Background: an optimization exercise with open tools, aiming at small area and a short achievable clock period. Do not read the settings as production practice.
In this exercise RTL edits were held to simulation tests only and were not proved equivalent to the original.
Power and IR drop assume default switching activity.

==> design/flow/design.v <==
package bpred_pkg;
    localparam int MAX_TAG_BITS = 8;
    localparam int MAX_CTR_BITS = 2;
    localparam int MAX_XLEN     = 32;
    typedef logic [MAX_CTR_BITS-1:0] ctr_t;
    typedef struct packed {
        logic                    valid;
        logic [MAX_TAG_BITS-1:0] tag;
        logic [MAX_XLEN-1:0]     target;
        ctr_t                    ctr;
    } btb_entry_t;
    typedef enum logic [1:0] {
        CTR_INC      = 2'd0,
        CTR_DEC      = 2'd1,
        CTR_SET_MAX  = 2'd2,
        CTR_SET_WEAK = 2'd3
    } ctr_op_e;
    function automatic logic [MAX_CTR_BITS-1:0] ctr_max(input int bits);
        ctr_max = (1 << bits) - 1;
    endfunction
    function automatic logic [MAX_CTR_BITS-1:0] ctr_weak_t(input int bits);
        ctr_weak_t = 1 << (bits - 1);
    endfunction
    function automatic logic [MAX_CTR_BITS-1:0] ctr_weak_nt(input int bits);
        ctr_weak_nt = (1 << (bits - 1)) - 1;
    endfunction
    function automatic logic [MAX_CTR_BITS-1:0] ctr_sat(input logic [MAX_CTR_BITS-1:0] ctr,
                                                         input logic inc, input int bits);
        if (inc) begin
            ctr_sat = (ctr == ctr_max(bits)) ? ctr : ctr + 1'b1;
        end else begin
            ctr_sat = (ctr == '0) ? ctr : ctr - 1'b1;
        end
    endfunction
    function automatic logic [7:0] pc_index(input logic [MAX_XLEN-1:0] pc, input int idx_bits);
        logic [MAX_XLEN-1:0] masked;
        masked   = (pc >> 2) & ((64'd1 << idx_bits) - 64'd1);
        pc_index = masked[7:0];
    endfunction
    function automatic logic [MAX_TAG_BITS-1:0] pc_tag(input logic [MAX_XLEN-1:0] pc,
                                                       input int idx_bits,
                                                       input int tag_bits);
        logic [MAX_XLEN-1:0]     shifted;
        logic [MAX_TAG_BITS-1:0] one;
        shifted = pc >> (idx_bits + 2);
        one     = 1;
        pc_tag  = shifted[MAX_TAG_BITS-1:0] & ((one << tag_bits) - one);
    endfunction
endpackage
module bpred_sat_ctr
#(
    parameter int CTR_BITS = 2
) (
    input  logic [CTR_BITS-1:0] ctr_cur,
    input  bpred_pkg::ctr_op_e  op,
    output logic [CTR_BITS-1:0] ctr_next
);
    bpred_pkg::ctr_t cur_ext;
    bpred_pkg::ctr_t nxt_ext;
    always_comb begin
        cur_ext = ctr_cur;
        nxt_ext = cur_ext;
        unique case (op)
            bpred_pkg::CTR_INC:      nxt_ext = bpred_pkg::ctr_sat(cur_ext, 1'b1, CTR_BITS);
            bpred_pkg::CTR_DEC:      nxt_ext = bpred_pkg::ctr_sat(cur_ext, 1'b0, CTR_BITS);
            bpred_pkg::CTR_SET_MAX:  nxt_ext = bpred_pkg::ctr_max(CTR_BITS);
            bpred_pkg::CTR_SET_WEAK: nxt_ext = bpred_pkg::ctr_weak_t(CTR_BITS);
            default:      nxt_ext = cur_ext;
        endcase
        ctr_next = nxt_ext[CTR_BITS-1:0];
    end
endmodule
module bpred_btb
#(
    parameter int ENTRIES  = 32,
    parameter int TAG_BITS = 8,
    parameter int CTR_BITS = 2,
    parameter int XLEN     = 32
) (
    input  logic            clk,
    input  logic            reset,
    input  logic [XLEN-1:0] lookup_pc,
    output logic            pred_hit,
    output logic            pred_taken,
    output logic [XLEN-1:0] pred_target,
    input  logic            upd_valid,
    input  logic [XLEN-1:0] upd_pc,
    input  logic            upd_taken,
    input  logic            upd_is_jump,
    input  logic [XLEN-1:0] upd_target,
    input  logic            upd_pred_taken,
    input  logic [XLEN-1:0] upd_pred_target,
    input  logic            flush_all,
    output logic [31:0]     perf_updates,
    output logic [31:0]     perf_mispredicts
);
    localparam int IDX_BITS = $clog2(ENTRIES);
    logic [ENTRIES-1:0]                valid_q;
    logic [ENTRIES-1:0][TAG_BITS-1:0]  tag_q;
    logic [ENTRIES-1:0][XLEN-1:0]      tgt_q;
    logic [ENTRIES-1:0][CTR_BITS-1:0]  ctr_q;
    logic [IDX_BITS-1:0] lk_idx, upd_idx;
    logic [TAG_BITS-1:0] lk_tag, upd_tag;
    logic                upd_hit;
    logic [CTR_BITS-1:0] upd_ctr, ctr_next;
    logic                ctr_we, data_we;
    assign lk_idx  = lookup_pc[IDX_BITS+1:2];
    assign lk_tag  = lookup_pc[IDX_BITS+2+TAG_BITS-1:IDX_BITS+2];
    assign upd_idx = upd_pc[IDX_BITS+1:2];
    assign upd_tag = upd_pc[IDX_BITS+2+TAG_BITS-1:IDX_BITS+2];
    always_comb begin
        pred_hit    = valid_q[lk_idx] && (tag_q[lk_idx] == lk_tag);
        pred_taken  = pred_hit && ctr_q[lk_idx][CTR_BITS-1];
        pred_target = tgt_q[lk_idx] & {XLEN{pred_hit}};
    end
    always_comb begin
        upd_hit = valid_q[upd_idx] && (tag_q[upd_idx] == upd_tag);
        upd_ctr = ctr_q[upd_idx];
        if (upd_is_jump)
            ctr_next = {CTR_BITS{1'b1}};
        else if (!upd_hit)
            ctr_next = {1'b1, {(CTR_BITS-1){1'b0}}};
        else if (upd_taken)
            ctr_next = (upd_ctr == {CTR_BITS{1'b1}}) ? upd_ctr : upd_ctr + 1'b1;
        else
            ctr_next = (upd_ctr == '0) ? upd_ctr : upd_ctr - 1'b1;
        ctr_we  = upd_valid && (upd_hit || upd_taken);
        data_we = upd_valid && (upd_taken || (upd_is_jump && upd_hit));
    end
    always_ff @(posedge clk or posedge reset) begin
        if (reset) begin
            valid_q <= '0;
        end else if (flush_all) begin
            valid_q <= '0;
        end else if (upd_valid && upd_taken) begin
            valid_q[upd_idx] <= 1'b1;
        end
    end
    always_ff @(posedge clk) begin
        for (int i = 0; i < ENTRIES; i++) begin
            if (ctr_we && upd_idx == i) ctr_q[i] <= ctr_next;
            if (data_we && upd_idx == i) begin
                tag_q[i] <= upd_tag;
                tgt_q[i] <= upd_target;
            end
        end
    end
    always_ff @(posedge clk or posedge reset) begin
        if (reset) begin
            perf_updates     <= '0;
            perf_mispredicts <= '0;
        end else begin
            if (upd_valid)
                perf_updates <= perf_updates + 32'd1;
            if (upd_valid && ((upd_taken != upd_pred_taken) ||
                              (upd_taken && (upd_target != upd_pred_target))))
                perf_mispredicts <= perf_mispredicts + 32'd1;
        end
    end
endmodule
==> design/flow/run.sh <==
#!/bin/bash
# synth_recipe.tcl (not shown) runs the flow's synth.tcl, then flattens the netlist and writes it again
# the make line also repeats each setting of config.mk as NAME=value (left out here)
make -C /OpenROAD-flow-scripts/flow DESIGN_CONFIG=/design/flow/config.mk WORK_HOME=/design/flow/orfs CLKGATE_MAP_FILE= SYNTH_SCRIPT=/design/flow/synth_recipe.tcl finish
==> design/flow/config.mk <==
export PLATFORM = sky130hd
export DESIGN_NAME = bpred_btb
export DESIGN_NICKNAME = bpred_btb
export VERILOG_FILES = /design/flow/design.v
export SDC_FILE = /design/flow/constraint.sdc
export NUM_CORES = 4
export LEC_CHECK = 0
export CAP_MARGIN = 20
export CORE_MARGIN = 2
export CORE_UTILIZATION = 40
export SLEW_MARGIN = 20
==> design/flow/constraint.sdc <==
create_clock -name core_clock -period 6.5 [get_ports {clk}]
set_input_delay 1.3000 -clock core_clock [delete_from_list [all_inputs] [get_ports {clk}]]
set_output_delay 1.3000 -clock core_clock [all_outputs]
set_load 0.01 [all_outputs]
==> impl_metrics.py, run 1 <==
metrics = {
    "clocking": {
        "cts_tree": "built",
        "clockRootBuffer": "clkbuf_16",
        "path_clk_slew_ns": 0.05,
        "cts_buffers": 151,
        "cts_hold_buf": 0,
        "cts_setup_buffers": 0,
        "clockBufferDepth": 3,
        "postCtsResizedCells": 0,
        "insertion_delay_ns": 0.79,
        "cts_sinks": 1440,
        "htreeDepth": 4,
    },
    "worst_setup_path": {
        "cp.depth": 10,
        "path_cells": "buf_8 > buf_12 > buf_12 > buf_12 > mux4_2 > mux4_2 > mux2i_1 > nor3_1 > buf_4 > clkdlybuf4s50_1",
        "critPathLaunch": "lookup_pc[2]",
        "cp_common_cell": "buf_12",
        "r2r_slack_ns": 2.58,
        "r2r_cells": 9,
        "end_kind": "output port",
        "path_class": "input pin to output port",
        "crit_family": "buffers and inverters",
        "timing.rr.end": "tgt_q[227]",
        "required_ns": 5.20,
        "cp_slowest_cell": "mux4_2",
        "cp-endpoint": "pred_target[18]",
        "rr_startpoint": "tag_q[105]",
        "crit_fanout": 44,
        "arrival_ns": 4.91,
        "worstSetupStartpointType": "input pin",
        "path_buf_inv": 6,
        "max_stage_delay_ns": 0.56,
    },
    "placed_design": {
        "gp_congestion": 0.872,
        "port_buffers": 194,
        "dpl.hpwl_mm": 92.6,
    },
    "worst_hold_path": {
        "whs_path_depth": 1,
        "hold_class": "flop to flop",
    },
    "die": {
        "fp.dieW_um": 391,
        "ios": 233,
        "core_um2": 148000,
        "initial_core_util_pct": 40.4,
        "die_height_um": 391,
        "num_rows": 141,
        "die_area_um2": 153000,
    },
    "grt": {
        "antenna_found_initial": 4,
        "grt_max_degree": 119,
        "grt_pass1_vias": 32244,
        "grt-ovfl-total": 0,
        "grt_first_pass_wirelength_mm": 234,
        "grt_usage_pct": 21.5,
    },
    "sta": {
        "finalMaxSlewViolations": 0,
        "period_minus_slack_ns": 6.21,
        "rsz0062_at_grt": "no",
        "finalSetupViolCount": 0,
        "hold_violations": 0,
        "fin_crit_sh_pct": 95.6,
        "fin_tns_setup_ns": 0,
        "worst_pin_slew_ns": 1.08,
        "slew_headroom_pct": 27.7,
        "max_freq_ghz": 0.161,
        "skew_ns": 0.0278,
        "hold_slack_ns": 0.477,
    },
    "layout": {
        "final_common_cell": "edfxtp_1",
        "final_cell_mix": "edfxtp_1, mux4_2, clkdlybuf4s50_1",
        "fin_nets": 3395,
        "area_delta_synth_final_pct": 17.9,
        "drive_above_1_share_pct": 27.9,
        "final_core_util_pct": 47.6,
    },
    "power": {
        "pwr-share-clk_pct": 41.8,
        "p_leak_uw": 0.0228,
        "combPwrFrac_pct": 6.9,
        "peakVddDrop_uv": 282,
        "swShare_pct": 21.9,
        "switchingPower_uw": 4390,
        "pwr-share-seq_pct": 51.4,
        "p_per_area_nw_per_um2": 284,
        "p_int_uw": 15600,
    },
    "detailed_routing": {
        "vias": 31635,
        "dr.pass1.iters": 7,
        "via_per_inst": 5.97,
        "route.detailed.drc": 0,
        "wl_per_cell_um": 30.8,
        "drt_iter0_drc": 4056,
        "totalWireLength_mm": 163,
        "ant_nets": 0,
    },
    "yosys": {
        "synth_top_flop_cell": "edfxtp_1",
        "syn_inst": 2900,
        "yosys_warnings": 1,
        "seq_area_frac_synth_pct": 71.4,
        "syn_avg_cell_area_um2": 20.6,
        "synth.distinct_cells": 67,
        "syn_area_um2": 59900,
        "async_reset_ff_share_pct": 6.67,
        "synth_edf_count": 1344,
        "synth-seq-cells": 1440,
    },
    "run": {
        "cap_violations": 0,
    },
    "status": {
        "status": "timing/DRC/antenna clean",
    },
}
[final cells by class]
class	instances	area, um^2
Fill cell	12077	77600
Sequential cell	1440	42800
Multi-Input combinational cell	1263	16500
Clock buffer	192	4100
Timing Repair Buffer	375	4040
Tap cell	1930	2410
Clock inverter	81	678
Inverter	20	77.6
Antenna cell	2	5.00
[cells in the mapped netlist (3+ instances only)]
cell type,n,area share [%]
mux2_2,13,0.24
mux4_1,7,0.31
o31ai_1,13,0.16
mux2i_1,82,1.4
nor2_1,65,0.41
o21ai_0,14,0.12
nand3_1,82,0.69
dfrtp_1,96,4.0
and4b_1,3,0.050
a22oi_1,7,0.088
nor4b_1,3,0.044
and3_1,10,0.10
buf_1,13,0.082
inv_1,19,0.12
edfxtp_1,1344,67
nand4_1,20,0.21
o21ai_1,52,0.43
and4_1,4,0.059
ha_1,9,0.19
a21oi_1,29,0.24
xor2_1,65,0.95
o21a_1,3,0.038
nand2_1,85,0.53
and2_1,18,0.19
a22o_1,5,0.073
mux4_2,480,18
xnor2_1,40,0.59
a221oi_1,3,0.044
buf_2,44,0.37
nor3b_1,4,0.050
buf_12,5,0.17
buf_4,6,0.075
a31oi_1,12,0.13
o221ai_1,12,0.18
buf_6,11,0.21
nor2b_1,12,0.13
nor4_1,18,0.19
a211oi_1,3,0.038
nor3_1,59,0.49
clkbuf_1,96,0.60
[power by group through the flow]
| stage | clock network (uW) | registers (uW) | logic (uW) |
|---|---|---|---|
| 2_1_floorplan | 0 | 10500 | 765 |
| 3_3_place_gp | 0 | 10500 | 1360 |
| 3_5_place_dp | 0 | 10500 | 1390 |
| 4_1_cts | 8530 | 10300 | 1400 |
| 5_1_grt | 8880 | 10300 | 1470 |
| 6_report | 8370 | 10300 | 1380 |
[worst register-to-register path, delay by kind of cell (launching register included)]
family | cells | cell delay [ns]
flops | 1 | 0.38
simple gates | 3 | 0.76
compound gates | 3 | 1.47
buf+inv | 2 | 0.53
mux | 1 | 0.48
[how the worst min path moves through the flow]
stage / slack, ns / start / endpoint
detailed placement: 0.47 / perf_mispredicts[31] / perf_mispredicts[31]
finish: 0.48 / perf_mispredicts[31] / perf_mispredicts[31]
CTS: 0.48 / perf_mispredicts[31] / perf_mispredicts[31]
global route: 0.50 / perf_mispredicts[31] / perf_mispredicts[31]
global placement: 0.46 / perf_updates[31] / perf_updates[31]
floorplan: 0.47 / valid_q[22] / valid_q[22]
[cell families (layout without fill, tap and decap cells)]
group	count (synthesis)	in the layout	share of synthesized area (%)
AO/OA/AOI/OAI	168	168	1.79
flip-flops	1440	1440	71.4
XOR/XNOR	105	105	1.54
multiplexers	583	583	20.0
buffers and inverters	197	668	1.68
adder cells (fa/ha/maj)	11	11	0.222
AND/OR/NAND/NOR	396	396	3.33
other	0	2	0
[routing by layer]
metal  vias to the layer above  track usage, %  wire, um
met3                       256            3.80     11800
met2                      1379            35.0     80200
li1                      12898               -         -
met4                         4            6.61      4420
met1                     17098            29.5     66800
met5                         -               0        21
[registers in the layout (all words and copies together), names as in the netlist]
name and count:
valid_q 32, perf_mispredicts 32, ctr_q 64, tag_q 256, tgt_q 1024, perf_updates 32
[per-stage QoR]
stage          instances  instance area (um^2)  setup WS [ns]  power (uW)
2_1_floorplan       2900                 59900          0.736       11300
3_3_place_gp        5027                 65800          0.159       11800
3_5_place_dp        5027                 65800          0.217       11900
4_1_cts             5300                 70600          0.204       20200
5_1_grt             5302                 70600         0.0246       20600
6_report            5303                 70600          0.289       20000
==> run 2: changes to the inputs <==
--- a/design/flow/design.v
+++ b/design/flow/design.v
@@ -47,28 +47,14 @@
         pc_tag  = shifted[MAX_TAG_BITS-1:0] & ((one << tag_bits) - one);
     endfunction
 endpackage
-module bpred_sat_ctr
-#(
-    parameter int CTR_BITS = 2
-) (
-    input  logic [CTR_BITS-1:0] ctr_cur,
-    input  bpred_pkg::ctr_op_e  op,
-    output logic [CTR_BITS-1:0] ctr_next
+module bpred_sat_ctr (
+    input  logic q,
+    input  logic hold,
+    input  logic d_new,
+    input  logic load,
+    output logic d
 );
-    bpred_pkg::ctr_t cur_ext;
-    bpred_pkg::ctr_t nxt_ext;
-    always_comb begin
-        cur_ext = ctr_cur;
-        nxt_ext = cur_ext;
-        unique case (op)
-            bpred_pkg::CTR_INC:      nxt_ext = bpred_pkg::ctr_sat(cur_ext, 1'b1, CTR_BITS);
-            bpred_pkg::CTR_DEC:      nxt_ext = bpred_pkg::ctr_sat(cur_ext, 1'b0, CTR_BITS);
-            bpred_pkg::CTR_SET_MAX:  nxt_ext = bpred_pkg::ctr_max(CTR_BITS);
-            bpred_pkg::CTR_SET_WEAK: nxt_ext = bpred_pkg::ctr_weak_t(CTR_BITS);
-            default:      nxt_ext = cur_ext;
-        endcase
-        ctr_next = nxt_ext[CTR_BITS-1:0];
-    end
+    assign d = (q & hold) | (d_new & load);
 endmodule
 module bpred_btb
 #(
@@ -108,14 +94,36 @@
     assign lk_tag  = lookup_pc[IDX_BITS+2+TAG_BITS-1:IDX_BITS+2];
     assign upd_idx = upd_pc[IDX_BITS+1:2];
     assign upd_tag = upd_pc[IDX_BITS+2+TAG_BITS-1:IDX_BITS+2];
+    logic [ENTRIES-1:0] lk_dec, upd_dec, lk_sel, wr_ctr, wr_data;
+    logic [TAG_BITS-1:0] upd_tag_rd;
+    logic                upd_valid_rd;
     always_comb begin
-        pred_hit    = valid_q[lk_idx] && (tag_q[lk_idx] == lk_tag);
-        pred_taken  = pred_hit && ctr_q[lk_idx][CTR_BITS-1];
-        pred_target = tgt_q[lk_idx] & {XLEN{pred_hit}};
+        for (int i = 0; i < ENTRIES; i++) begin
+            lk_dec[i]  = (lk_idx == i);
+            upd_dec[i] = (upd_idx == i);
+        end
     end
     always_comb begin
-        upd_hit = valid_q[upd_idx] && (tag_q[upd_idx] == upd_tag);
-        upd_ctr = ctr_q[upd_idx];
+        pred_hit    = 1'b0;
+        pred_taken  = 1'b0;
+        pred_target = '0;
+        for (int i = 0; i < ENTRIES; i++) begin
+            lk_sel[i]   = lk_dec[i] && valid_q[i] && (tag_q[i] == lk_tag);
+            pred_hit    = pred_hit | lk_sel[i];
+            pred_taken  = pred_taken | (lk_sel[i] & ctr_q[i][CTR_BITS-1]);
+            pred_target = pred_target | (tgt_q[i] & {XLEN{lk_sel[i]}});
+        end
+    end
+    always_comb begin
+        upd_tag_rd   = '0;
+        upd_valid_rd = 1'b0;
+        upd_ctr      = '0;
+        for (int i = 0; i < ENTRIES; i++) begin
+            upd_tag_rd   = upd_tag_rd | (tag_q[i] & {TAG_BITS{upd_dec[i]}});
+            upd_valid_rd = upd_valid_rd | (valid_q[i] & upd_dec[i]);
+            upd_ctr      = upd_ctr | (ctr_q[i] & {CTR_BITS{upd_dec[i]}});
+        end
+        upd_hit = upd_valid_rd && (upd_tag_rd == upd_tag);
         if (upd_is_jump)
             ctr_next = {CTR_BITS{1'b1}};
         else if (!upd_hit)
@@ -126,6 +134,8 @@
             ctr_next = (upd_ctr == '0) ? upd_ctr : upd_ctr - 1'b1;
         ctr_we  = upd_valid && (upd_hit || upd_taken);
         data_we = upd_valid && (upd_taken || (upd_is_jump && upd_hit));
+        wr_ctr  = upd_dec & {ENTRIES{ctr_we}};
+        wr_data = upd_dec & {ENTRIES{data_we}};
     end
     always_ff @(posedge clk or posedge reset) begin
         if (reset) begin
@@ -136,14 +146,30 @@
             valid_q[upd_idx] <= 1'b1;
         end
     end
+    logic [ENTRIES-1:0][TAG_BITS-1:0]  tag_d;
+    logic [ENTRIES-1:0][XLEN-1:0]      tgt_d;
+    logic [ENTRIES-1:0][CTR_BITS-1:0]  ctr_d;
+    logic [ENTRIES-1:0]                hold_ctr, hold_data;
+    assign hold_ctr  = ~wr_ctr;
+    assign hold_data = ~wr_data;
+    for (genvar i = 0; i < ENTRIES; i++) begin : g_ent
+        for (genvar b = 0; b < CTR_BITS; b++) begin : g_ctr
+            bpred_sat_ctr u_hold (.q(ctr_q[i][b]), .hold(hold_ctr[i]), .d_new(ctr_next[b]),
+                                  .load(wr_ctr[i]), .d(ctr_d[i][b]));
+        end
+        for (genvar b = 0; b < TAG_BITS; b++) begin : g_tag
+            bpred_sat_ctr u_hold (.q(tag_q[i][b]), .hold(hold_data[i]), .d_new(upd_tag[b]),
+                                  .load(wr_data[i]), .d(tag_d[i][b]));
+        end
+        for (genvar b = 0; b < XLEN; b++) begin : g_tgt
+            bpred_sat_ctr u_hold (.q(tgt_q[i][b]), .hold(hold_data[i]), .d_new(upd_target[b]),
+                                  .load(wr_data[i]), .d(tgt_d[i][b]));
+        end
+    end
     always_ff @(posedge clk) begin
-        for (int i = 0; i < ENTRIES; i++) begin
-            if (ctr_we && upd_idx == i) ctr_q[i] <= ctr_next;
-            if (data_we && upd_idx == i) begin
-                tag_q[i] <= upd_tag;
-                tgt_q[i] <= upd_target;
-            end
-        end
+        ctr_q <= ctr_d;
+        tag_q <= tag_d;
+        tgt_q <= tgt_d;
     end
     always_ff @(posedge clk or posedge reset) begin
         if (reset) begin
--- a/design/flow/config.mk
+++ b/design/flow/config.mk
@@ -9,3 +9,5 @@
 export CORE_MARGIN = 2
 export CORE_UTILIZATION = 40
 export SLEW_MARGIN = 20
+export SYNTH_HIERARCHICAL = 1
+export SYNTH_MINIMUM_KEEP_SIZE = 0
==> impl_metrics.py, run 2 <==
metrics = {
    "placed_design": {
        "dp_worst_setup_slack_ns": 0.0785,
        "place_area_um2": 66300,
        "dpl.hpwl_mm": 185,
        "port_buffers": 194,
        "dp_cells": 7329,
        "gp_congestion": 1.07,
    },
    "die": {
        "ios": 233,
        "die_height_um": 379,
        "initial_core_util_pct": 40.3,
        "core_um2": 140000,
        "die_area_um2": 144000,
        "fp.dieW_um": 379,
        "num_rows": 137,
    },
    "clocking": {
        "clockBufferDepth": 3,
        "cts_setup_buffers": 0,
        "htreeDepth": 4,
        "cts_sinks": 1440,
        "cts_buffers": 157,
        "postCtsResizedCells": 0,
        "cts_tree": "built",
        "insertion_delay_ns": 0.84,
        "path_clk_slew_ns": 0.06,
        "clockRootBuffer": "clkbuf_16",
        "cts_hold_buf": 0,
    },
    "detailed_routing": {
        "totalWireLength_mm": 287,
        "ant_nets": 0,
        "wl_per_cell_um": 37.7,
        "vias": 53369,
        "dr.pass1.iters": 8,
        "drt_iter0_drc": 8213,
        "route.detailed.drc": 0,
        "via_per_inst": 7.00,
    },
    "sta": {
        "fin_ws_ns": 0.0727,
        "finalMaxSlewViolations": 0,
        "finalSetupViolCount": 0,
        "period_minus_slack_ns": 6.43,
        "max_freq_ghz": 0.156,
        "fin_tns_setup_ns": 0,
        "fin_crit_sh_pct": 98.9,
        "skew_ns": 0.0383,
        "worst_pin_slew_ns": 1.27,
        "slew_headroom_pct": 14.4,
        "hold_violations": 0,
        "rsz0062_at_grt": "no",
    },
    "grt": {
        "grt_max_degree": 72,
        "antenna_found_initial": 7,
        "grt_pass1_vias": 49922,
        "grt.met3_usage_pct": 12.4,
        "grt_usage_pct": 38.8,
        "busiest_layer": "met2",
        "met2_usage_pct": 54.9,
        "grt-ovfl-total": 0,
        "grt_first_pass_wirelength_mm": 395,
        "grt_use_met1_pct": 51.8,
    },
    "yosys": {
        "synth.area.top_cells": "dfxtp_1, a22o_1, xnor2_1, a22oi_1, dfrtp_1",
        "syn_inst": 4959,
        "synth-seq-cells": 1440,
        "yosysMostFrequentCell": "a22o_1",
        "async_reset_ff_share_pct": 6.67,
        "synth_top_cell_area_share_pct": 47.8,
        "syn_area_um2": 56200,
        "synth_edf_count": 0,
        "syn_avg_cell_area_um2": 11.3,
        "ys_top_cells_by_count": "a22o_1, dfxtp_1, a22oi_1, xnor2_1, nand3_1",
        "seq_area_frac_synth_pct": 52.1,
        "synth.distinct_cells": 78,
        "synth_top_flop_cell": "dfxtp_1",
        "yosys.area.top_type": "dfxtp_1",
        "yosys_warnings": 7,
    },
    "worst_setup_path": {
        "arrival_ns": 5.13,
        "worstSetupStartpointType": "input pin",
        "crit_fanout": 11,
        "cp_slowest_cell": "nor3_2",
        "required_ns": 5.20,
        "max_stage_delay_ns": 0.75,
        "path_class": "input pin to output port",
        "end_kind": "output port",
        "crit_family": "simple AND/OR/NAND/NOR gates",
        "path_buf_inv": 4,
        "path_cells": "clkdlybuf4s50_1 > buf_4 > nor2b_1 > nand3_1 > nor3_2 > buf_4 > a22oi_1 > nand3_1 > nor3_1 > nand4_1 > clkdlybuf4s50_1",
    },
    "status": {
        "status": "timing/DRC/antenna clean",
    },
    "run": {
        "cap_violations": 0,
    },
    "layout": {
        "fin_area_um2": 71700,
        "largest_reg_flops": 1024,
        "drive_above_1_share_pct": 16.1,
        "area_delta_synth_final_pct": 27.5,
        "final_common_cell": "a22o_1",
        "largest_register": "tgt_q",
        "reg_top3": "tgt_q x1024, tag_q x256, ctr_q x64",
        "fin_nets": 5756,
        "final_cells": 7619,
        "final_cell_mix": "a22o_1, dfxtp_1, buf_4",
    },
    "power": {
        "p_per_area_nw_per_um2": 318,
        "p_leak_uw": 0.0278,
        "peakVddDrop_uv": 224,
    },
    "worst_hold_path": {
        "hold_class": "flop to flop",
    },
}
[run 2: layout make-up]
type	count	area, um^2
sequential	1440	29300
multi-input combinational	3277	26400
tap	1876	2350
antenna	5	12.5
timing repair buffer	723	8250
inverter	13	51.3
fill	12510	67800
clock inverter	55	792
clock buffer	230	4570
[run 2: worst paths after layout]
kind | from | to | slack (ns) | cells after the start
max | lookup_pc[5] | pred_target[2] | 0.07 | 11
min | perf_updates[31] | perf_updates[31] | 0.47 | 1
max reg2reg | tag_q[76] | tag_q[218] | 2.37 | 14
min reg2reg | perf_updates[31] | perf_updates[31] | 0.47 | 1
max in group asynchronous | reset | valid_q[22] | 4.52 | 3
min in group asynchronous | reset | perf_mispredicts[7] | 0.89 | 2
[run 2: per-module statistics from Yosys (local to each module, per instance)]
module | area, um^2 | flip-flops and latches
bpred_sat_ctr | 8.76 | 0
bpred_btb | 44500 | 1440
[run 2: routing by layer]
layer	vias to the layer above	share of wire, %
met5	-	0.015
met4	6	6.6
met3	978	14
met2	4206	41
met1	26783	39
li1	21396	-
[run 2: report_power, final]
part	total (uW)	internal, uW	leakage (uW)	switching [uW]
Combinational	2510	1460	0.0128	1050
Sequential	10900	10000	0.0124	887
Clock	9350	5370	0.00263	3980
[run 2: worst reg2reg max path: cells and delay by family (launching register included)]
kind	cells	cell delay [ns]
AO/OA/AOI/OAI	4	0.85
buffers and inverters	5	1.18
flip-flops	1	0.39
AND/OR/NAND/NOR	3	1.12
multiplexers	1	0.29
XOR/XNOR	1	0.23
[run 2: stage by stage]
stage	hold WS [ns]	util [%]	power [uW]
2_1_floorplan	0.451	-	12500
3_3_place_gp	0.462	47.5	13400
3_5_place_dp	0.468	47.5	13500
4_1_cts	0.477	51.4	22700
5_1_grt	0.492	51.4	23400
6_report	0.475	51.4	22800
[run 2: logic make-up after synthesis]
| group | Yosys count | synth area share [%] |
|---|---|---|
| DFF | 1440 | 52.1 |
| adders and majority gates | 11 | 0.236 |
| AOI/OAI and AO/OA | 2053 | 31.1 |
| xor gates and xnor gates | 358 | 5.57 |
| muxes | 53 | 1.01 |
| and+or+nand+nor | 802 | 8.04 |
| buffers and inverters | 242 | 1.94 |
==> run 3: changes to the inputs <==
--- a/design/flow/design.v
+++ b/design/flow/design.v
@@ -55,6 +55,52 @@
     output logic d
 );
     assign d = (q & hold) | (d_new & load);
+endmodule
+module bpred_aor8 (
+    input  logic [7:0] sel,
+    input  logic [7:0] dat,
+    output logic       y
+);
+    assign y = |(sel & dat);
+endmodule
+module bpred_ne4 (
+    input  logic [3:0] a,
+    input  logic [3:0] b,
+    output logic       y
+);
+    assign y = (a != b);
+endmodule
+module bpred_nor3 (
+    input  logic a, b, c,
+    output logic y
+);
+    assign y = ~(a | b | c);
+endmodule
+module bpred_nor2 (
+    input  logic a, b,
+    output logic y
+);
+    assign y = ~(a | b);
+endmodule
+module bpred_nand2 (
+    input  logic a, b,
+    output logic y
+);
+    assign y = ~(a & b);
+endmodule
+module bpred_aor32 (
+    input  logic [31:0] sel,
+    input  logic [31:0] dat,
+    output logic        y
+);
+    logic [3:0] g;
+    logic [1:0] h;
+    for (genvar k = 0; k < 4; k++) begin : g_g
+        bpred_aor8 u_g (.sel(sel[8*k+7:8*k]), .dat(dat[8*k+7:8*k]), .y(g[k]));
+    end
+    bpred_nor2  u_h0 (.a(g[0]), .b(g[1]), .y(h[0]));
+    bpred_nor2  u_h1 (.a(g[2]), .b(g[3]), .y(h[1]));
+    bpred_nand2 u_y  (.a(h[0]), .b(h[1]), .y(y));
 endmodule
 module bpred_btb
 #(
@@ -103,17 +149,25 @@
             upd_dec[i] = (upd_idx == i);
         end
     end
-    always_comb begin
-        pred_hit    = 1'b0;
-        pred_taken  = 1'b0;
-        pred_target = '0;
-        for (int i = 0; i < ENTRIES; i++) begin
-            lk_sel[i]   = lk_dec[i] && valid_q[i] && (tag_q[i] == lk_tag);
-            pred_hit    = pred_hit | lk_sel[i];
-            pred_taken  = pred_taken | (lk_sel[i] & ctr_q[i][CTR_BITS-1]);
-            pred_target = pred_target | (tgt_q[i] & {XLEN{lk_sel[i]}});
-        end
-    end
+    logic [ENTRIES-1:0] dv_n, ne_lo, ne_hi, lk_sel2;
+    logic [ENTRIES-1:0] lk_msb;
+    logic [XLEN-1:0][ENTRIES-1:0] tgt_col;
+    for (genvar i = 0; i < ENTRIES; i++) begin : g_lk
+        assign dv_n[i] = ~(lk_dec[i] & valid_q[i]);
+        bpred_ne4  u_lo  (.a(tag_q[i][3:0]), .b(lk_tag[3:0]), .y(ne_lo[i]));
+        bpred_ne4  u_hi  (.a(tag_q[i][7:4]), .b(lk_tag[7:4]), .y(ne_hi[i]));
+        bpred_nor3 u_sel  (.a(ne_lo[i]), .b(ne_hi[i]), .c(dv_n[i]), .y(lk_sel[i]));
+        bpred_nor3 u_sel2 (.a(ne_lo[i]), .b(ne_hi[i]), .c(dv_n[i]), .y(lk_sel2[i]));
+        assign lk_msb[i] = ctr_q[i][CTR_BITS-1];
+    end
+    for (genvar b = 0; b < XLEN; b++) begin : g_tgt_rd
+        for (genvar i = 0; i < ENTRIES; i++) begin : g_col
+            assign tgt_col[b][i] = tgt_q[i][b];
+        end
+        bpred_aor32 u_rd (.sel(b < XLEN/2 ? lk_sel : lk_sel2), .dat(tgt_col[b]), .y(pred_target[b]));
+    end
+    bpred_aor32 u_hit   (.sel(lk_sel), .dat({ENTRIES{1'b1}}), .y(pred_hit));
+    bpred_aor32 u_taken (.sel(lk_sel2), .dat(lk_msb), .y(pred_taken));
     always_comb begin
         upd_tag_rd   = '0;
         upd_valid_rd = 1'b0;
==> design/flow/flow/run.sh (new file) <==
#!/bin/bash
# Layout flow: the standard ORFS flow (standard.sh), with the port buffers that
# buffer_ports inserts made plain buffers instead of the platform's default pick.
set -euo pipefail
export BUFFER_PORTS_ARGS="-buffer_cell sky130_fd_sc_hd__buf_2"
bash standard.sh > standard_flow.log 2>&1
==> design/flow/standard.sh (new file) <==
#!/bin/bash
# synth_recipe.tcl (not shown) runs the flow's synth.tcl, then flattens the netlist and writes it again
# the make line also repeats each setting of config.mk as NAME=value (left out here)
make -C /OpenROAD-flow-scripts/flow DESIGN_CONFIG=/design/flow/config.mk WORK_HOME=/design/flow/orfs CLKGATE_MAP_FILE= SYNTH_SCRIPT=/design/flow/synth_recipe.tcl "${@:-finish}"
--- a/design/flow/config.mk
+++ b/design/flow/config.mk
@@ -7,7 +7,11 @@
 export LEC_CHECK = 0
 export CAP_MARGIN = 20
 export CORE_MARGIN = 2
-export CORE_UTILIZATION = 40
+export CORE_UTILIZATION = 45
+export CTS_BUF_LIST = sky130_fd_sc_hd__clkbuf_4 sky130_fd_sc_hd__clkbuf_8
+export CTS_CLUSTER_SIZE = 24
+export SETUP_SLACK_MARGIN = 2.0
 export SLEW_MARGIN = 20
 export SYNTH_HIERARCHICAL = 1
 export SYNTH_MINIMUM_KEEP_SIZE = 0
+export TNS_END_PERCENT = 5
removed: design/flow/run.sh
==> impl_metrics.py, run 3 <==
metrics = {
    "sta": {
        "worst_pin_slew_ns": 1.16,
        "rsz0062_at_grt": "yes",
        "fin_tns_setup_ns": 0,
        "fin_crit_sh_pct": 74.1,
        "period_minus_slack_ns": 4.82,
        "hold_violations": 0,
        "max_freq_ghz": 0.208,
        "finalMaxSlewViolations": 0,
        "slew_headroom_pct": 22.5,
        "skew_ns": 0.0695,
        "hold_slack_ns": 0.325,
        "finalSetupViolCount": 0,
    },
    "worst_setup_path": {
        "max_stage_delay_ns": 0.51,
        "cp_slowest_cell": "nand4_1",
        "crit_fanout": 6,
        "end_kind": "output port",
        "r2r_cells": 15,
        "arrival_ns": 3.52,
        "path_class": "input pin to output port",
        "worstSetupStartpointType": "input pin",
        "path_cells": "buf_16 > buf_8 > xnor2_1 > nand4_1 > buf_12 > nor3_2 > buf_6 > a22oi_2 > nand4_1 > nor2_4 > nand2_2 > buf_6",
        "required_ns": 5.20,
    },
    "yosys": {
        "syn_avg_cell_area_um2": 11.3,
        "syn_inst": 5021,
        "synth_top_cell_area_share_pct": 47.4,
        "async_reset_ff_share_pct": 6.67,
        "yosys_warnings": 7,
        "seq_area_frac_synth_pct": 51.7,
        "synth-seq-cells": 1440,
        "ys_top_cells_by_count": "a22o_1, dfxtp_1, a22oi_1, xnor2_1, nand4_1",
        "synth.area.top_cells": "dfxtp_1, a22o_1, a22oi_1, xnor2_1, dfrtp_1",
        "yosys.area.top_type": "dfxtp_1",
        "synth.distinct_cells": 80,
        "syn_area_um2": 56700,
        "synth_edf_count": 0,
        "synth_top_flop_cell": "dfxtp_1",
        "yosysMostFrequentCell": "a22o_1",
    },
    "grt": {
        "grt_first_pass_wirelength_mm": 373,
        "grt_pass1_vias": 49585,
        "grt_max_degree": 65,
        "antenna_found_initial": 21,
        "grt-ovfl-total": 0,
        "grt_usage_pct": 39.7,
    },
    "clocking": {
        "cts_hold_buf": 0,
        "cts_tree": "built",
        "htreeDepth": 4,
        "path_clk_slew_ns": 0.06,
        "insertion_delay_ns": 1.01,
        "clockRootBuffer": "clkbuf_8",
        "cts_sinks": 1440,
        "cts_buffers": 231,
        "clockBufferDepth": 3,
    },
    "detailed_routing": {
        "route.detailed.drc": 0,
        "drt_iter0_drc": 6918,
        "dr.pass1.iters": 6,
        "vias": 53161,
        "ant_nets": 0,
        "wl_per_cell_um": 35.1,
        "totalWireLength_mm": 272,
        "via_per_inst": 6.86,
    },
    "status": {
        "status": "timing/DRC/antenna clean",
    },
    "layout": {
        "drive_above_1_share_pct": 25.3,
        "final_core_util_pct": 58.9,
        "largest_register": "tgt_q",
        "final_common_cell": "a22o_1",
        "area_delta_synth_final_pct": 30.2,
        "fin_nets": 6047,
        "final_cell_mix": "a22o_1, dfxtp_1, a22oi_1",
        "reg_top3": "tgt_q x1024, tag_q x256, ctr_q x64",
        "largest_reg_flops": 1024,
    },
    "die": {
        "die_height_um": 359,
        "initial_core_util_pct": 45.2,
        "die_area_um2": 129000,
        "ios": 233,
        "num_rows": 130,
        "fp.dieW_um": 359,
        "core_um2": 125000,
    },
    "run": {
        "cap_violations": 0,
    },
    "power": {
        "peakVddDrop_uv": 231,
        "p_per_area_nw_per_um2": 302,
        "p_leak_uw": 0.0293,
    },
    "placed_design": {
        "dpl.hpwl_mm": 169,
        "port_buffers": 194,
        "gp_congestion": 1.05,
    },
    "worst_hold_path": {
        "hold_class": "input pin to async pin",
    },
}
[run 3: cell types whose count changed after synthesis, moves of 30 or more]
cell / change
a22oi_1: +274
nand3_1: -115
a221oi_1: -111
nor2_1: +105
a22o_1: -85
clkbuf_1: -81
nand4_1: +68
nor3_2: +58
nor3_1: -45
and3_1: -39
buf_1: -37
nand2_1: +32
nand2b_1: -30
[run 3: path summary, 6_finish.rpt]
kind	startpoint	end	slack, ns
min	reset	perf_updates[15]	0.32
max in group asynchronous	reset	valid_q[0]	4.94
max reg2reg	tag_q[231]	tgt_q[31]	2.50
min reg2reg	perf_updates[31]	perf_updates[31]	0.46
min in group core_clock	perf_updates[31]	perf_updates[31]	0.46
max	lookup_pc[8]	pred_target[22]	1.68
[run 3: per-module statistics from Yosys, one instance, submodules excluded, excerpt]
module	flops+latches	cells	cell area, um^2	times used
bpred_btb	1440	2511	36300	1
bpred_ne4	0	5	41.3	64
bpred_aor8	0	5	36.3	136
bpred_nor3	0	1	10.0	64
bpred_sat_ctr	0	1	8.76	1344
bpred_nand2	0	1	3.75	34
bpred_nor2	0	1	3.75	68
[run 3: report_power, final]
| part | leakage (uW) | total, uW | switching (uW) | internal, uW |
|---|---|---|---|---|
| Clock | 0.00275 | 8690 | 3900 | 4790 |
| Combinational | 0.0141 | 2660 | 1160 | 1500 |
| Sequential | 0.0124 | 11000 | 899 | 10100 |
| Total | 0.0293 | 22300 | 5960 | 16300 |
[run 3: cell type report]
cell class              count  area, um^2
diodes                     12        30.0
clock buffers             364        4550
clock inverters            54         609
fillers                 10554       51600
inverters                  20        85.1
multi-input cells        3488       29100
flip-flops and latches   1440       29300
well taps                1650        2060
repair buffers            722        8130
[run 3: cell families after synthesis]
| group | share of synthesized area [%] |
|---|---|
| other | 0.00661 |
| DFF | 51.7 |
| AOI/OAI and AO/OA | 31.8 |
| buffers and inverters | 1.01 |
| xor gates and xnor gates | 5.51 |
| adders and majority gates | 0.234 |
| and+or+nand+nor | 8.81 |
| muxes | 0.971 |
[run 3: per-stage QoR]
stage / instance area (um^2) / setup WS (ns) / std cells / power [uW]
floorplan: 57500 / 1.20 / 5052 / 12500
global placement: 63300 / 0.414 / 7072 / 13400
detailed placement: 63300 / 0.357 / 7072 / 13500
CTS: 72200 / 1.69 / 7666 / 22200
global route: 73800 / 1.68 / 7746 / 23000
finish: 73800 / 1.68 / 7750 / 22300
[run 3: critical path, delay by kind of cell]
family | cells | cell delay [ns]
buffers and inverters | 5 | 0.71
AOI/OAI and AO/OA | 1 | 0.12
xor gates and xnor gates | 1 | 0.12
and+or+nand+nor | 5 | 1.25
[run 3: repair_timing]
item                                    in CTS  in global routing
gates resized for setup                    402                164
endpoints found under the setup margin    1378               1373
pin swaps                                  145                135
buffers inserted                           156                 53
gates cloned                                20                 19
[run 3: metal layers]
| layer | track usage [%] | vias to the layer above | wire (um) |
|---|---|---|---|
| met5 | 0 | - | 110 |
| met4 | 28.0 | 10 | 21900 |
| met3 | 11.1 | 893 | 31700 |
| met2 | 57.8 | 3569 | 114000 |
| met1 | 50.9 | 26454 | 104000 |
| li1 | - | 22235 | - |
==> run 4: changes to the inputs <==
--- a/design/flow/design.v
+++ b/design/flow/design.v
@@ -62,6 +62,25 @@
     output logic       y
 );
     assign y = |(sel & dat);
+endmodule
+module bpred_or8 (
+    input  logic [7:0] a,
+    output logic       y
+);
+    assign y = |a;
+endmodule
+module bpred_or32 (
+    input  logic [31:0] a,
+    output logic        y
+);
+    logic [3:0] g;
+    logic [1:0] h;
+    for (genvar k = 0; k < 4; k++) begin : g_g
+        bpred_or8 u_g (.a(a[8*k+7:8*k]), .y(g[k]));
+    end
+    bpred_nor2  u_h0 (.a(g[0]), .b(g[1]), .y(h[0]));
+    bpred_nor2  u_h1 (.a(g[2]), .b(g[3]), .y(h[1]));
+    bpred_nand2 u_y  (.a(h[0]), .b(h[1]), .y(y));
 endmodule
 module bpred_ne4 (
     input  logic [3:0] a,
@@ -166,7 +185,7 @@
         end
         bpred_aor32 u_rd (.sel(b < XLEN/2 ? lk_sel : lk_sel2), .dat(tgt_col[b]), .y(pred_target[b]));
     end
-    bpred_aor32 u_hit   (.sel(lk_sel), .dat({ENTRIES{1'b1}}), .y(pred_hit));
+    bpred_or32  u_hit   (.a(lk_sel), .y(pred_hit));
     bpred_aor32 u_taken (.sel(lk_sel2), .dat(lk_msb), .y(pred_taken));
     always_comb begin
         upd_tag_rd   = '0;
==> design/flow/flow/run.sh (replaced) <==
#!/bin/bash
# Layout flow: the standard ORFS flow (standard.sh) with two changes:
#  - the port buffers that buffer_ports inserts are plain buffers (buf_2), which the
#    timing repair then sizes, instead of the platform's default delay-cell pick;
#  - clock tree synthesis clusters more sinks per leaf buffer and adds no dummy
#    balancing loads, so the clock tree takes less area.
set -euo pipefail
export BUFFER_PORTS_ARGS="-buffer_cell sky130_fd_sc_hd__buf_2"
export CTS_ARGS="-sink_clustering_enable -repair_clock_nets -sink_clustering_size 12 -sink_clustering_max_diameter 50 -buf_list {sky130_fd_sc_hd__clkbuf_4 sky130_fd_sc_hd__clkbuf_8} -dont_use_dummy_load"
bash standard.sh > standard_flow.log 2>&1
==> design/flow/config.mk (replaced) <==
export PLATFORM = sky130hd
export DESIGN_NAME = bpred_btb
export DESIGN_NICKNAME = bpred_btb
export VERILOG_FILES = /design/flow/design.v
export SDC_FILE = /design/flow/constraint.sdc
export NUM_CORES = 4
export LEC_CHECK = 0
export CAP_MARGIN = 10
export CORE_MARGIN = 2
export CORE_UTILIZATION = 45
export SETUP_SLACK_MARGIN = 2.0
export SLEW_MARGIN = 10
export SYNTH_HIERARCHICAL = 1
export SYNTH_MINIMUM_KEEP_SIZE = 0
export TNS_END_PERCENT = 5
==> impl_metrics.py, run 4 <==
metrics = {
    "die": {
        "fp.dieW_um": 359,
        "die_height_um": 359,
        "initial_core_util_pct": 45.2,
        "num_rows": 130,
        "ios": 233,
        "die_area_um2": 129000,
        "core_um2": 125000,
    },
    "clocking": {
        "cts_sinks": 1440,
        "clockBufferDepth": 3,
        "path_clk_slew_ns": 0.08,
        "cts_tree": "built",
        "clockRootBuffer": "clkbuf_8",
        "cts_hold_buf": 0,
        "insertion_delay_ns": 0.94,
        "htreeDepth": 4,
        "cts_buffers": 162,
    },
    "sta": {
        "fin_crit_sh_pct": 74.4,
        "worst_pin_slew_ns": 1.21,
        "skew_ns": 0.0922,
        "hold_slack_ns": 0.422,
        "finalSetupViolCount": 0,
        "slew_headroom_pct": 19.7,
        "hold_violations": 0,
        "finalMaxSlewViolations": 0,
        "rsz0062_at_grt": "yes",
        "max_freq_ghz": 0.207,
        "fin_tns_setup_ns": 0,
        "period_minus_slack_ns": 4.83,
    },
    "power": {
        "p_per_area_nw_per_um2": 261,
        "p_total_uw": 19100,
        "peakVddDrop_uv": 226,
        "p_leak_uw": 0.0287,
    },
    "run": {
        "cap_violations": 0,
    },
    "worst_setup_path": {
        "critPathLaunch": "lookup_pc[13]",
        "cp-endpoint": "pred_target[28]",
        "rr_startpoint": "tag_q[104]",
        "end_kind": "output port",
        "arrival_ns": 3.53,
        "max_stage_delay_ns": 0.34,
        "crit_fanout": 8,
        "cp.depth": 14,
        "path_class": "input pin to output port",
        "cp_slowest_cell": "nor2_4",
        "timing.rr.end": "tgt_q[686]",
        "crit_family": "buffers and inverters",
        "r2r_slack_ns": 2.51,
        "r2r_cells": 15,
        "required_ns": 5.20,
        "path_cells": "buf_16 > buf_12 > buf_16 > xnor2_2 > nand4_1 > buf_4 > nor3_4 > buf_6 > clkbuf_16 > a22oi_2 > nand4_1 > nor2_4 > nand2_2 > buf_6",
        "path_buf_inv": 7,
        "worstSetupStartpointType": "input pin",
    },
    "layout": {
        "largest_reg_flops": 1024,
        "largest_register": "tgt_q",
        "final_core_util_pct": 58.4,
        "area_delta_synth_final_pct": 29.1,
        "nFillCells": 10610,
        "fin_area_um2": 73100,
        "drive_above_1_share_pct": 25.2,
        "reg_top3": "tgt_q x1024, tag_q x256, ctr_q x64",
        "final_cell_mix": "a22o_1, dfxtp_1, a22oi_1",
        "fin_nets": 6059,
        "final_common_cell": "a22o_1",
    },
    "yosys": {
        "syn_area_um2": 56600,
        "yosys.area.top_type": "dfxtp_1",
        "synth_edf_count": 0,
        "synth_top_family_by_area": "compound AO/OA/AOI/OAI gates",
        "synth_top_flop_cell": "dfxtp_1",
        "synth_xor_area_share_pct": 5.52,
        "async_reset_ff_share_pct": 6.67,
        "muxShareOfSynthArea_pct": 0.972,
        "synth-seq-cells": 1440,
        "synth.distinct_cells": 79,
        "syn_avg_cell_area_um2": 11.3,
        "yosys_warnings": 7,
        "synthSimpleGateAreaFrac_pct": 8.89,
        "synth_top_cell_area_share_pct": 47.5,
        "synth_compound_area_share_pct": 31.6,
        "ys_top_cells_by_count": "a22o_1, dfxtp_1, a22oi_1, xnor2_1, nand4_1",
        "yosysMostFrequentCell": "a22o_1",
        "synthAdderAreaFrac_pct": 0.234,
        "seq_area_frac_synth_pct": 51.8,
        "syn_inst": 5012,
        "synth.area.top_cells": "dfxtp_1, a22o_1, a22oi_1, xnor2_1, dfrtp_1",
    },
    "placed_design": {
        "dpl.hpwl_mm": 178,
        "gp_congestion": 1.07,
        "place_area_um2": 64100,
        "port_buffers": 194,
    },
    "status": {
        "status": "timing/DRC/antenna clean",
    },
    "detailed_routing": {
        "wl_per_cell_um": 36.4,
        "via_per_inst": 6.98,
        "route.detailed.drc": 0,
        "drt_iter0_drc": 7010,
        "dr.pass1.iters": 7,
        "ant_nets": 0,
        "totalWireLength_mm": 276,
        "vias": 52844,
    },
    "grt": {
        "antenna_found_initial": 14,
        "grt_first_pass_wirelength_mm": 378,
        "grt-ovfl-total": 0,
        "grt_pass1_vias": 49086,
        "grt_max_degree": 59,
        "grt_usage_pct": 41.1,
    },
    "worst_hold_path": {
        "hold_class": "input pin to async pin",
    },
}
## run 4: cell types whose count changed after synthesis, sizes merged
cell | previous run | this run
a22oi | 595 | 579
nor4 | 14 | 22
nand2 | 128 | 132
nand4 | 221 | 217
conb | 1 | 0
## run 4: area by class of cell
cell class,count,area [um^2],area share [%]
diodes,8,20.0,0.0274
clock buffers,162,2230,3.05
inverters,20,88.8,0.121
flip-flops and latches,1440,29300,40.1
multi-input cells,3447,29500,40.4
repair buffers,844,9860,13.5
well taps,1650,2060,2.82
## run 4: repair_timing
item,CTS,global route
endpoints found under the setup margin,1357,1356
buffers inserted,186,69
pin swaps,263,91
resized for setup,570,130
gates cloned,31,16
## run 4: kinds of logic (layout without fill, tap and decap cells)
family | after synthesis | in the layout
AOI/OAI and AO/OA | 2158 | 2158
DFF | 1440 | 1440
and+or+nand+nor | 874 | 874
xor gates and xnor gates | 357 | 357
buffers and inverters | 125 | 1026
muxes | 47 | 47
adders and majority gates | 11 | 11
other | 0 | 8
## run 4: how the worst min path moves through the flow
stage / end / startpoint / slack [ns] / cells after the start
global placement: perf_mispredicts[31] / perf_mispredicts[31] / 0.46 / 1
global route: perf_mispredicts[2] / reset / 0.44 / 2
CTS: perf_mispredicts[13] / reset / 0.39 / 2
floorplan: tgt_q[0] / tgt_q[0] / 0.45 / 1
finish: perf_mispredicts[13] / reset / 0.42 / 2
detailed placement: perf_updates[31] / perf_updates[31] / 0.46 / 1
## run 4: modules after synthesis (local to each module, per instance), a selection
module	times used	cell area [um^2]	cells
bpred_or8	4	16.3	3
bpred_nor3	64	10.0	1
bpred_sat_ctr	1344	8.76	1
bpred_nor2	68	3.75	1
bpred_btb	1	36300	2510
bpred_nand2	34	3.75	1
bpred_aor8	132	36.3	5
bpred_ne4	64	41.3	5
## run 4: report_power, final
part           total (uW)  internal [uW]  leakage [uW]  switching, uW
Combinational        2730           1560        0.0152           1170
Clock                5370           2210       0.00116           3160
Sequential          11000          10000        0.0124            949
Total               19100          13800        0.0287           5280
## run 4: worst reg2reg max path, delay by kind of cell, from the launching register on
family / cells / cell delay (ns)
AOI/OAI and AO/OA: 5 / 1.37
xor gates and xnor gates: 1 / 0.13
buffers and inverters: 6 / 0.94
DFF: 1 / 0.46
muxes: 1 / 0.33
and+or+nand+nor: 2 / 0.63
## run 4: stage by stage
| step | setup WS, ns | std cells |
|---|---|---|
| 3_3_place_gp | 0.455 | 7099 |
| 5_1_grt | 1.70 | 7568 |
| 4_1_cts | 1.78 | 7478 |
| 2_1_floorplan | 1.20 | 5012 |
| 6_report | 1.67 | 7571 |
| 3_5_place_dp | 0.438 | 7099 |
## run 4: routing by layer
layer | track usage, % | share of wire [%]
met1 | 52.1 | 38
met2 | 60.2 | 42
met3 | 10.2 | 11
met4 | 31.4 | 9.3
met5 | 0 | 0.013
==> run 5: changes to the inputs <==
--- a/design/flow/config.mk
+++ b/design/flow/config.mk
@@ -7,7 +7,7 @@
 export LEC_CHECK = 0
 export CAP_MARGIN = 10
 export CORE_MARGIN = 2
-export CORE_UTILIZATION = 45
+export CORE_UTILIZATION = 50
 export SETUP_SLACK_MARGIN = 2.0
 export SLEW_MARGIN = 10
 export SYNTH_HIERARCHICAL = 1
==> impl_metrics.py, run 5 <==
metrics = {
    "sta": {
        "finalMaxSlewViolations": 0,
        "slew_headroom_pct": 27.8,
        "period_minus_slack_ns": 4.89,
        "max_freq_ghz": 0.204,
        "finalSetupViolCount": 0,
        "skew_ns": 0.103,
        "fin_crit_sh_pct": 75.3,
        "hold_violations": 0,
        "worst_pin_slew_ns": 1.07,
        "fin_tns_setup_ns": 0,
        "rsz0062_at_grt": "yes",
    },
    "worst_setup_path": {
        "crit_fanout": 7,
        "critPathLaunch": "lookup_pc[10]",
        "path_class": "input pin to output port",
        "r2r_slack_ns": 2.62,
        "arrival_ns": 3.59,
        "end_kind": "output port",
        "worstSetupStartpointType": "input pin",
        "required_ns": 5.20,
        "rr_startpoint": "tag_q[132]",
    },
    "die": {
        "initial_core_util_pct": 50.4,
        "die_height_um": 341,
        "num_rows": 123,
        "die_area_um2": 116000,
        "fp.dieW_um": 341,
        "core_um2": 112000,
        "ios": 233,
    },
    "grt": {
        "grt_first_pass_wirelength_mm": 361,
        "antenna_found_initial": 10,
        "grt_max_degree": 52,
        "grt_pass1_vias": 48375,
        "grt_usage_pct": 42.7,
        "grt-ovfl-total": 0,
    },
    "detailed_routing": {
        "totalWireLength_mm": 259,
        "via_per_inst": 7.13,
        "ant_nets": 0,
        "route.detailed.drc": 0,
        "drt_iter0_drc": 6479,
        "wl_per_cell_um": 35.5,
        "dr.pass1.iters": 6,
        "vias": 52110,
    },
    "yosys": {
        "synth_top_flop_cell": "dfxtp_1",
        "syn_avg_cell_area_um2": 11.3,
        "synth.distinct_cells": 79,
        "yosysMostFrequentCell": "a22o_1",
        "syn_inst": 5012,
        "yosys_warnings": 7,
        "async_reset_ff_share_pct": 6.67,
        "synth-seq-cells": 1440,
        "synth_top_cell_area_share_pct": 47.5,
        "seq_area_frac_synth_pct": 51.8,
        "syn_area_um2": 56600,
        "yosys.area.top_type": "dfxtp_1",
        "synth_edf_count": 0,
        "synth.area.top_cells": "dfxtp_1, a22o_1, a22oi_1, xnor2_1, dfrtp_1",
        "ys_top_cells_by_count": "a22o_1, dfxtp_1, a22oi_1, xnor2_1, nand4_1",
    },
    "power": {
        "peakVddDrop_uv": 222,
        "p_total_uw": 18900,
        "p_per_area_nw_per_um2": 270,
        "p_leak_uw": 0.0274,
    },
    "layout": {
        "final_common_cell": "a22o_1",
        "drive_above_1_share_pct": 22.0,
        "largest_reg_flops": 1024,
        "fin_nets": 5947,
        "nFillCells": 9349,
        "area_delta_synth_final_pct": 23.3,
        "multi_input_area_um2": 28800,
        "reg_top3": "tgt_q x1024, tag_q x256, ctr_q x64",
        "final_cell_mix": "a22o_1, dfxtp_1, a22oi_1",
        "largest_register": "tgt_q",
        "seqCellArea_um2": 29300,
    },
    "worst_hold_path": {
        "min_from": "perf_mispredicts[31]",
        "hold_class": "flop to flop",
    },
    "clocking": {
        "clockRootBuffer": "clkbuf_8",
        "clockBufferDepth": 3,
        "insertion_delay_ns": 0.94,
        "cts_tree": "built",
        "cts_sinks": 1440,
        "htreeDepth": 4,
        "cts_buffers": 162,
        "path_clk_slew_ns": 0.05,
    },
    "status": {
        "status": "timing/DRC/antenna clean",
    },
    "placed_design": {
        "port_buffers": 194,
        "gp_congestion": 1.05,
        "dpl.hpwl_mm": 163,
    },
    "run": {
        "cap_violations": 0,
    },
}
## run 5: cell type report
class / instances / share of cell area, %
repair buffers: 731 / 10.7
inverters: 20 / 0.129
well taps: 1500 / 2.69
flip-flops and latches: 1440 / 42.0
diodes: 3 / 0.0108
clock buffers: 162 / 3.19
multi-input cells: 3448 / 41.3
## run 5: final timing paths
kind                            cells past startpoint                   end
worst max-delay path                               13       pred_target[15]
worst min-delay path                                1  perf_mispredicts[31]
worst max register to register                     11            tag_q[146]
worst min register to register                      1  perf_mispredicts[31]
max in group asynchronous                           3           valid_q[22]
min in group asynchronous                           2  perf_mispredicts[26]
## run 5: repair_timing
action	in CTS	in global routing
pin swaps	149	71
hold endpoints to repair	0	0
setup buffers	147	53
hold buffers	0	0
resized for setup	378	141
cloned	26	12
setup endpoints to repair	1362	1378
## run 5: worst max-delay path, cell delays in order
cell	delay (ns)
buf_12	0.12
buf_12	0.14
buf_12	0.15
xnor2_2	0.14
nand4_1	0.11
buf_6	0.13
nor3_4	0.06
buf_6	0.17
a22oi_2	0.16
nand4_1	0.49
nor2_4	0.39
nand2_2	0.09
buf_6	0.13
## run 5: modules after synthesis (local to each module, per instance), excerpt
module / area [um^2] / flip-flops and latches / cells inside / copies in the design
bpred_nand2: 3.75 / 0 / 1 / 34
bpred_btb: 36300 / 1440 / 2510 / 1
bpred_ne4: 41.3 / 0 / 5 / 64
bpred_aor8: 36.3 / 0 / 5 / 132
bpred_nor3: 10.0 / 0 / 1 / 64
bpred_sat_ctr: 8.76 / 0 / 1 / 1344
bpred_nor2: 3.75 / 0 / 1 / 68
bpred_or8: 16.3 / 0 / 3 / 4
## run 5: cell families (layout without fill, tap and decap cells)
logic type	after synthesis	in the layout	share of synthesized area, %
adder cells (fa/ha/maj)	11	11	0.234
flip-flops	1440	1440	51.8
AO/OA/AOI/OAI	2158	2159	31.6
XOR/XNOR	357	357	5.52
other	0	3	0
multiplexers	47	47	0.972
buffers and inverters	125	913	1.01
AND/OR/NAND/NOR	874	874	8.89
## run 5: layer usage
metal  GRT usage (%)  vias up  wire length (um)
li1                -    21837                 -
met1            55.7    26188            101000
met2            63.7     3376            111000
met3            8.87      701             26600
met4            29.6        8             20400
met5               0        -                61
## run 5: where the power goes
group	total [uW]	switching [uW]	internal [uW]
Clock	5330	3120	2210
Sequential	10900	879	10000
Combinational	2610	1120	1490
Total	18900	5130	13700
## run 5: per-stage QoR
stage          instance area [um^2]  setup slack [ns]  cells  util [%]  hold slack, ns
5_1_grt                       69800              1.65   7303      62.1           0.492
3_3_place_gp                  62700             0.668   6901      55.8           0.452
2_1_floorplan                 57300              1.20   5012         -           0.450
4_1_cts                       68500              1.78   7236      61.0           0.464
6_report                      69800              1.61   7304      62.1           0.456
3_5_place_dp                  62700             0.642   6901      55.8           0.454
==> run 6: changes to the inputs <==
--- a/design/flow/config.mk
+++ b/design/flow/config.mk
@@ -8,6 +8,7 @@
 export CAP_MARGIN = 10
 export CORE_MARGIN = 2
 export CORE_UTILIZATION = 50
+export PLACE_DENSITY = 0.75
 export SETUP_SLACK_MARGIN = 2.0
 export SLEW_MARGIN = 10
 export SYNTH_HIERARCHICAL = 1
==> impl_metrics.py, run 6 <==
metrics = {
    "status": {
        "status": "timing/DRC/antenna clean",
    },
    "yosys": {
        "syn_avg_cell_area_um2": 11.3,
        "yosys.area.top_type": "dfxtp_1",
        "ys_top_cells_by_count": "a22o_1, dfxtp_1, a22oi_1, xnor2_1, nand4_1",
        "seq_area_frac_synth_pct": 51.8,
        "yosys_warnings": 7,
        "async_reset_ff_share_pct": 6.67,
        "synth.area.top_cells": "dfxtp_1, a22o_1, a22oi_1, xnor2_1, dfrtp_1",
        "synth_top_cell_area_share_pct": 47.5,
        "yosysMostFrequentCell": "a22o_1",
        "synth-seq-cells": 1440,
        "syn_area_um2": 56600,
        "syn_inst": 5012,
        "synth_top_flop_cell": "dfxtp_1",
        "synth.distinct_cells": 79,
        "synth_edf_count": 0,
    },
    "grt": {
        "grt_first_pass_wirelength_mm": 362,
        "grt_pass1_vias": 49797,
        "grt_max_degree": 65,
        "grt-ovfl-total": 0,
        "antenna_found_initial": 20,
        "grt_usage_pct": 42.6,
    },
    "power": {
        "p_int_uw": 13600,
        "p_per_area_nw_per_um2": 269,
        "swShare_pct": 27.2,
        "combPwrFrac_pct": 13.9,
        "p_leak_uw": 0.0272,
        "pwr-share-clk_pct": 27.6,
        "switchingPower_uw": 5100,
        "pwr-share-seq_pct": 58.5,
        "peakVddDrop_uv": 205,
    },
    "placed_design": {
        "port_buffers": 194,
        "place_area_um2": 62600,
        "gp_congestion": 1.06,
        "dpl.hpwl_mm": 165,
    },
    "detailed_routing": {
        "via_per_inst": 7.32,
        "drt_iter0_drc": 7642,
        "totalWireLength_mm": 259,
        "vias": 53250,
        "wl_per_cell_um": 35.6,
        "route.detailed.drc": 0,
        "ant_nets": 0,
        "dr.pass1.iters": 6,
    },
    "clocking": {
        "clockRootBuffer": "clkbuf_8",
        "clockBufferDepth": 3,
        "path_clk_slew_ns": 0.08,
        "cts_sinks": 1440,
        "cts_buffers": 157,
        "htreeDepth": 4,
        "insertion_delay_ns": 0.91,
        "cts_tree": "built",
        "cts_hold_buf": 0,
    },
    "sta": {
        "fin_crit_sh_pct": 76.0,
        "hold_violations": 0,
        "rsz0062_at_grt": "yes",
        "slew_headroom_pct": 15.6,
        "max_freq_ghz": 0.202,
        "worst_pin_slew_ns": 1.27,
        "hold_slack_ns": 0.383,
        "finalSetupViolCount": 0,
        "period_minus_slack_ns": 4.94,
        "fin_tns_setup_ns": 0,
        "skew_ns": 0.0802,
        "finalMaxSlewViolations": 0,
    },
    "layout": {
        "largest_register": "tgt_q",
        "area_delta_synth_final_pct": 22.8,
        "largest_reg_flops": 1024,
        "final_cell_mix": "a22o_1, dfxtp_1, a22oi_1",
        "drive_above_1_share_pct": 20.7,
        "final_common_cell": "a22o_1",
        "reg_top3": "tgt_q x1024, tag_q x256, ctr_q x64",
        "fin_nets": 5905,
        "fin_area_um2": 69600,
    },
    "worst_setup_path": {
        "worstSetupStartpointType": "input pin",
        "cp_slowest_cell": "mux2i_1",
        "path_buf_inv": 8,
        "required_ns": 7.22,
        "end_kind": "flop",
        "max_stage_delay_ns": 0.63,
        "path_class": "input pin to flop",
        "crit_fanout": 40,
        "cp_common_cell": "buf_4",
        "crit_family": "compound AO/OA/AOI/OAI gates",
        "path_cells": "buf_4 > buf_4 > mux2i_1 > o22ai_1 > a2111o_1 > a2111o_1 > o21a_1 > nor3_2 > buf_4 > and3_4 > buf_12 > buf_12 > buf_16 > buf_4 > a31oi_4 > buf_12 > a22o_1",
        "arrival_ns": 5.66,
    },
    "die": {
        "ios": 233,
        "num_rows": 123,
        "core_um2": 112000,
        "die_height_um": 341,
        "die_area_um2": 116000,
        "fp.dieW_um": 341,
        "initial_core_util_pct": 50.4,
    },
    "run": {
        "cap_violations": 0,
    },
    "worst_hold_path": {
        "hold_class": "input pin to async pin",
    },
}
-- run 6: cell counts after synthesis --
No cell type changed its count.
-- run 6: routing by layer --
metal  vias to the layer above  track usage [%]  wire length [um]
li1                      21746                -                 -
met5                         -                0                66
met3                      1004             12.7             34400
met2                      4217             61.0            106000
met4                        12             34.2             24700
met1                     26271             53.4             93700
-- run 6: cells by family after synthesis --
logic type	Yosys count	share of synthesized area, %
compound gates	2158	31.6
fa+ha+maj	11	0.234
xor+xnor	357	5.52
mux	47	0.972
buf+inv	125	1.01
flops	1440	51.8
simple gates	874	8.89
-- run 6: modules after synthesis (local to each module, per instance), a selection --
module | cells inside | times used
bpred_nand2 | 1 | 34
bpred_nor2 | 1 | 68
bpred_aor8 | 5 | 132
bpred_ne4 | 5 | 64
bpred_or8 | 3 | 4
bpred_nor3 | 1 | 64
bpred_btb | 2510 | 1
bpred_sat_ctr | 1 | 1344
-- run 6: final cells by class --
| class | instances | area (um^2) |
|---|---|---|
| tap | 1500 | 1880 |
| clock buffer | 157 | 2160 |
| antenna | 15 | 37.5 |
| timing repair buffer | 695 | 7470 |
| inverter | 20 | 90.1 |
| sequential | 1440 | 29300 |
| multi-input combinational | 3447 | 28600 |
| fill | 8996 | 42800 |
-- run 6: power groups by stage --
stage	Clock [uW]	Sequential (uW)	Combinational, uW
5_1_grt	5510	11100	2750
6_report	5180	11000	2610
2_1_floorplan	0	10800	1670
3_5_place_dp	0	11100	2400
3_3_place_gp	0	11000	2330
4_1_cts	5170	10900	2530
-- run 6: worst paths after layout --
kind	startpoint	to	slack [ns]	depth (start not counted)
min reg2reg	perf_updates[31]	perf_updates[31]	0.48	1
max in group asynchronous	reset	valid_q[11]	4.92	3
min in group core_clock	perf_updates[31]	perf_updates[31]	0.48	1
min	reset	perf_updates[26]	0.38	2
max	upd_pc[5]	tgt_q[348]	1.56	17
max reg2reg	tag_q[132]	tgt_q[348]	2.36	14
-- run 6: metrics by stage --
step / util [%] / cells / power, uW / setup slack [ns]
6_report: 61.9 / 7274 / 18700 / 1.56
3_3_place_gp: 55.7 / 6899 / 13400 / 0.571
4_1_cts: 61.2 / 7223 / 18600 / 1.88
3_5_place_dp: 55.7 / 6899 / 13500 / 0.559
5_1_grt: 61.9 / 7268 / 19300 / 1.62
2_1_floorplan: - / 5012 / 12500 / 1.20
-- run 6: repair_timing --
action                     4_1_cts  5_1_grt
pin swaps                      154       13
buffers inserted               138       18
gates cloned                    29       18
gates resized for setup        453       33
setup endpoints to repair     1378     1378

## port drivers added, routing unchanged
The results above use ideal ports. As a check the final layouts listed here were re-extracted and re-timed, cells and wires unchanged. Step 1, drivers: a clkbuf_16 drives clk and a buf_2 each remaining input, both assumed. Step 2 also shifts input and output timing later by t, the mid clock arrival at the registers, as if the neighbouring blocks saw the same clock. Slacks: no drivers / after step 1 / after step 2; pairs: no drivers / after step 1.
| run | shift t [ns] | setup slack, ns | slew at the worst register clock pin (ns) | worst slew at a driven data input, ns |
|---|---|---|---|---|
| run 1 | 0.856 | 0.289 / 0.237 / 0.237 | 0.06 / 0.06 | 0.15 |
| run 2 | 0.908 | 0.073 / 0.051 / -0.227 | 0.07 / 0.07 | 0.06 |
| run 3 | 1.062 | 1.684 / 1.405 / 0.623 | 0.07 / 0.07 | 0.38 |
| run 4 | 0.978 | 1.665 / 1.480 / 0.853 | 0.09 / 0.09 | 0.30 |
| run 5 | 0.964 | 1.606 / 1.520 / 0.846 | 0.09 / 0.09 | 0.20 |
| run 6 | 0.936 | 1.561 / 1.421 / 0.594 | 0.09 / 0.09 | 0.41 |
With both steps, setup timing fails in run 2, where it was met with ideal ports. The setup slack of run 3, which loses most, moves by -0.279 ns with the drivers and by -1.061 ns with both steps.
